What follows belongs to an exercise in optimizing a design on an open flow for small area, a short achievable clock period and few clock cycles per item; a production flow would make more cautious choices. The RTL was checked by simulation tests, not by an equivalence proof against the original design. Power is estimated from default activity; no workload was simulated.

Setup of old:
Design arp_cache_and_responder_core, start of the top module:
module arp_cache_and_responder_core
#(
  parameter int TABLE_ENTRIES = 16,
  parameter int PORT_COUNT    = 2
) (
  input  logic                  clk,
  input  logic                  rst_n,
  input  logic                  in_valid,
  output logic                  in_stall,
  input  logic [1:0]            in_opcode,
  input  logic                  in_port,
  input  logic [arpc_pkg::AOP_W-1:0]      in_arp_operation,
  input  logic [arpc_pkg::IP_W-1:0]       in_sender_ip,
  input  logic [arpc_pkg::MAC_W-1:0]      in_sender_mac,
  input  logic [arpc_pkg::IP_W-1:0]       in_target_ip,
  input  logic                  in_cache_only,
  output logic                  out_valid,
  input  logic                  out_stall,
  output logic [arpc_pkg::STAT_W-1:0]     out_status,
  output logic                  out_tx_valid,
  output logic [1:0]            out_tx_operation,
  output logic                  out_tx_port,
  output logic [arpc_pkg::MAC_W-1:0]      out_tx_sender_mac,
  output logic [arpc_pkg::IP_W-1:0]       out_tx_sender_ip,
  output logic [arpc_pkg::MAC_W-1:0]      out_tx_target_mac,
  output logic [arpc_pkg::IP_W-1:0]       out_tx_target_ip,
  output logic [arpc_pkg::MAC_W-1:0]      out_resolved_mac,
  input  logic                  cfg_valid,
  output logic                  cfg_ready,
  input  logic [arpc_pkg::CFG_IDX_W-1:0]  cfg_index,
  input  logic [arpc_pkg::CFG_DATA_W-1:0] cfg_data
);
Size: about 4700 cells after synthesis, roughly 410 I/O pins, about 76000 µm² of cells after synthesis.
export LEC_CHECK = 0
export CAP_MARGIN = 20
export CORE_MARGIN = 2
export CORE_UTILIZATION = 60
export CTS_CLUSTER_DIAMETER = 60
export CTS_CLUSTER_SIZE = 30
export PLACE_DENSITY = 0.75
export SETUP_SLACK_MARGIN = 2.6
export SLEW_MARGIN = 20
create_clock -name core_clock -period 5.0 [get_ports {clk}]
standard.sh (not shown) runs the stock make flow with config.mk's settings and CLKGATE_MAP_FILE= SYNTH_SCRIPT=/design/flow/synth_recipe.tcl, a recipe that flattens the netlist after the stock synthesis.
==> flow/flow/run.sh <==
#!/bin/bash
# The standard layout (standard.sh, which runs the standard synthesis unchanged) with three
# changes: port buffers are buf_2 instead of the default delay-buffer cell, timing repair may
# resize across cell footprints, and clock tree synthesis inserts no dummy loads.
set -euo pipefail
bash standard.sh \
  BUFFER_PORTS_ARGS="-buffer_cell sky130_fd_sc_hd__buf_2" \
  MATCH_CELL_FOOTPRINT=0 \
  CTS_ARGS="-sink_clustering_enable -repair_clock_nets -dont_use_dummy_load -sink_clustering_size 30 -sink_clustering_max_diameter 60" \
  finish > standard_flow.log 2>&1
Testbench counts of old, summed over its fixed seeds: cycles 3,224, items 3,200.
What new does differently from old at the input level:
-- flow/design.v --
<<< old, line 124
  logic [MW-1:0]  a_smac;
  logic           a_co;
  logic [3:0]     a_tg0, a_tg1;    
  logic [3:0]     tg0_in, tg1_in;
  always_comb begin
    for (int g = 0; g < 4; g++) begin
      tg0_in[g] = (in_target_ip[8*g +: 8] == own_ip0_r[8*g +: 8]);
      tg1_in[g] = (in_target_ip[8*g +: 8] == own_ip1_r[8*g +: 8]);
    end
  end
>>> new, line 124
  logic [MW-1:0]  a_smac;
  logic           a_co;
  logic [3:0]     a_tg;            
  logic [IPW-1:0] own_ip_in;
  logic [3:0]     tg_in;
  assign own_ip_in = in_port ? own_ip1_r : own_ip0_r;
  always_comb begin
    for (int g = 0; g < 4; g++) begin
      tg_in[g] = (in_target_ip[8*g +: 8] == own_ip_in[8*g +: 8]);
    end
  end
<<< old, line 146
      a_smac <= in_sender_mac;
      a_co   <= in_cache_only;
      a_tg0  <= tg0_in;
      a_tg1  <= tg1_in;
    end
  end
>>> new, line 147
      a_smac <= in_sender_mac;
      a_co   <= in_cache_only;
      a_tg   <= tg_in;
    end
  end
<<< old, line 158
  logic           b_co;
  logic           b_me;         
  logic [N-1:0]   b_raw;        
  logic           b_hitraw;     
  logic           b_learn;      
>>> new, line 158
  logic           b_co;
  logic           b_me;         
  logic [N-1:0]   b_rawv;       
  logic [N-1:0]   b_insm;       
  logic           b_hitraw;     
  logic           b_learn;      
<<< old, line 210
      b_smac   <= a_smac;
      b_co     <= a_co;
      b_me     <= a_prt ? (&a_tg1) : (&a_tg0);
      b_raw    <= a_raw;
      b_hitraw <= a_hitraw;
      b_learn  <= a_learn;
>>> new, line 211
      b_smac   <= a_smac;
      b_co     <= a_co;
      b_me     <= &a_tg;
      b_rawv   <= a_raw & t_valid;
      b_insm   <= a_ff1 & {N{a_eq}};
      b_hitraw <= a_hitraw;
      b_learn  <= a_learn;
<<< old, line 234
  logic [N-1:0]   ins_vec, mac_we, clr_vec;
  logic [MW-1:0]  rmac;
  logic           wr;
  assign is_rx  = (b_opc == arpc_pkg::OPC_RX_ARP);
>>> new, line 236
  logic [N-1:0]   ins_vec, mac_we, clr_vec;
  logic [MW-1:0]  rmac;
  logic [N-1:0]   rsel;         
  logic           wr;
  assign is_rx  = (b_opc == arpc_pkg::OPC_RX_ARP);
<<< old, line 242
  always_comb begin
    for (int j = 0; j < N; j++) begin
      m[j] = (last_ins_any && b_ff1[j]) ? b_eq : (b_raw[j] && t_valid[j]);
    end
    if (last_ins_any) begin
>>> new, line 245
  always_comb begin
    for (int j = 0; j < N; j++) begin
      m[j]    = (b_rawv[j] && !(last_clr && b_eq)) || (last_ins_any && b_insm[j]);
      rsel[j] = b_rawv[j] || (last_ins_any && b_insm[j]);
    end
    if (last_ins_any) begin
<<< old, line 269
    rmac = '0;
    for (int j = 0; j < N; j++) begin
      rmac = rmac | (t_mac[j] & {MW{m[j]}});
    end
  end
>>> new, line 273
    rmac = '0;
    for (int j = 0; j < N; j++) begin
      rmac = rmac | (t_mac[j] & {MW{rsel[j]}});
    end
  end
[summary]
new reached the final stage; the timing, design-rule and antenna checks on its layout passed.
In new, sequential element share of the synthesized area is higher than in old.
Of old and new, the run reporting the lower met2 track demand over resource in global routing was old.
Between new and old, it is new whose number of buffers added by the clock tree synthesis step is lower, by 4.
Relative to old, cell area has decreased by 2800 µm² in new.
| post-layout worst setup margin | higher: new |
In the tables for old and new, fraction of the cycle the final worst path needs reads higher with old.
Average wire per cell in the routed design for new: 2.7 µm down relative to old
Total power divided by cell area for new is higher than for old.
Destination of the critical timing path = o_rmac[26]$_SDFFCE_PP0N_: old; destination of the critical timing path = out_resolved_mac[18]: new
Testbench counts of new, summed over its fixed seeds: cycles 3,224, items 3,200.

## re-timing with driven ports
No port has a modelled driver above. Below, the same layouts with a new extraction and two added sets of constraints.
Step 1 sets driving cells, clkbuf_16 on the clock port and buf_2 on the other inputs (assumed; they add their load-dependent delay and slew).
Step 2 adds t to the input delays and takes it off the output delays; t is the mean of the earliest and latest rising clock arrival at the registers after step 1. Input paths then give back, and output paths get back, about the clock's delay inside the block.
Slacks: ideal ports / drivers / drivers and shift; pairs: ideal ports / drivers.
| run | t, ns | setup slack, ns | worst setup path at the end |
|---|---|---|---|
| old | 0.832 | 2.176 / 2.176 / 1.722 | input to register |
| new | 0.850 | 2.444 / 2.359 / 1.789 | input to register |
After both steps every run listed still meets setup and hold. The setup slack of new, which loses most, moves by -0.085 ns with the drivers and by -0.655 ns with both steps.
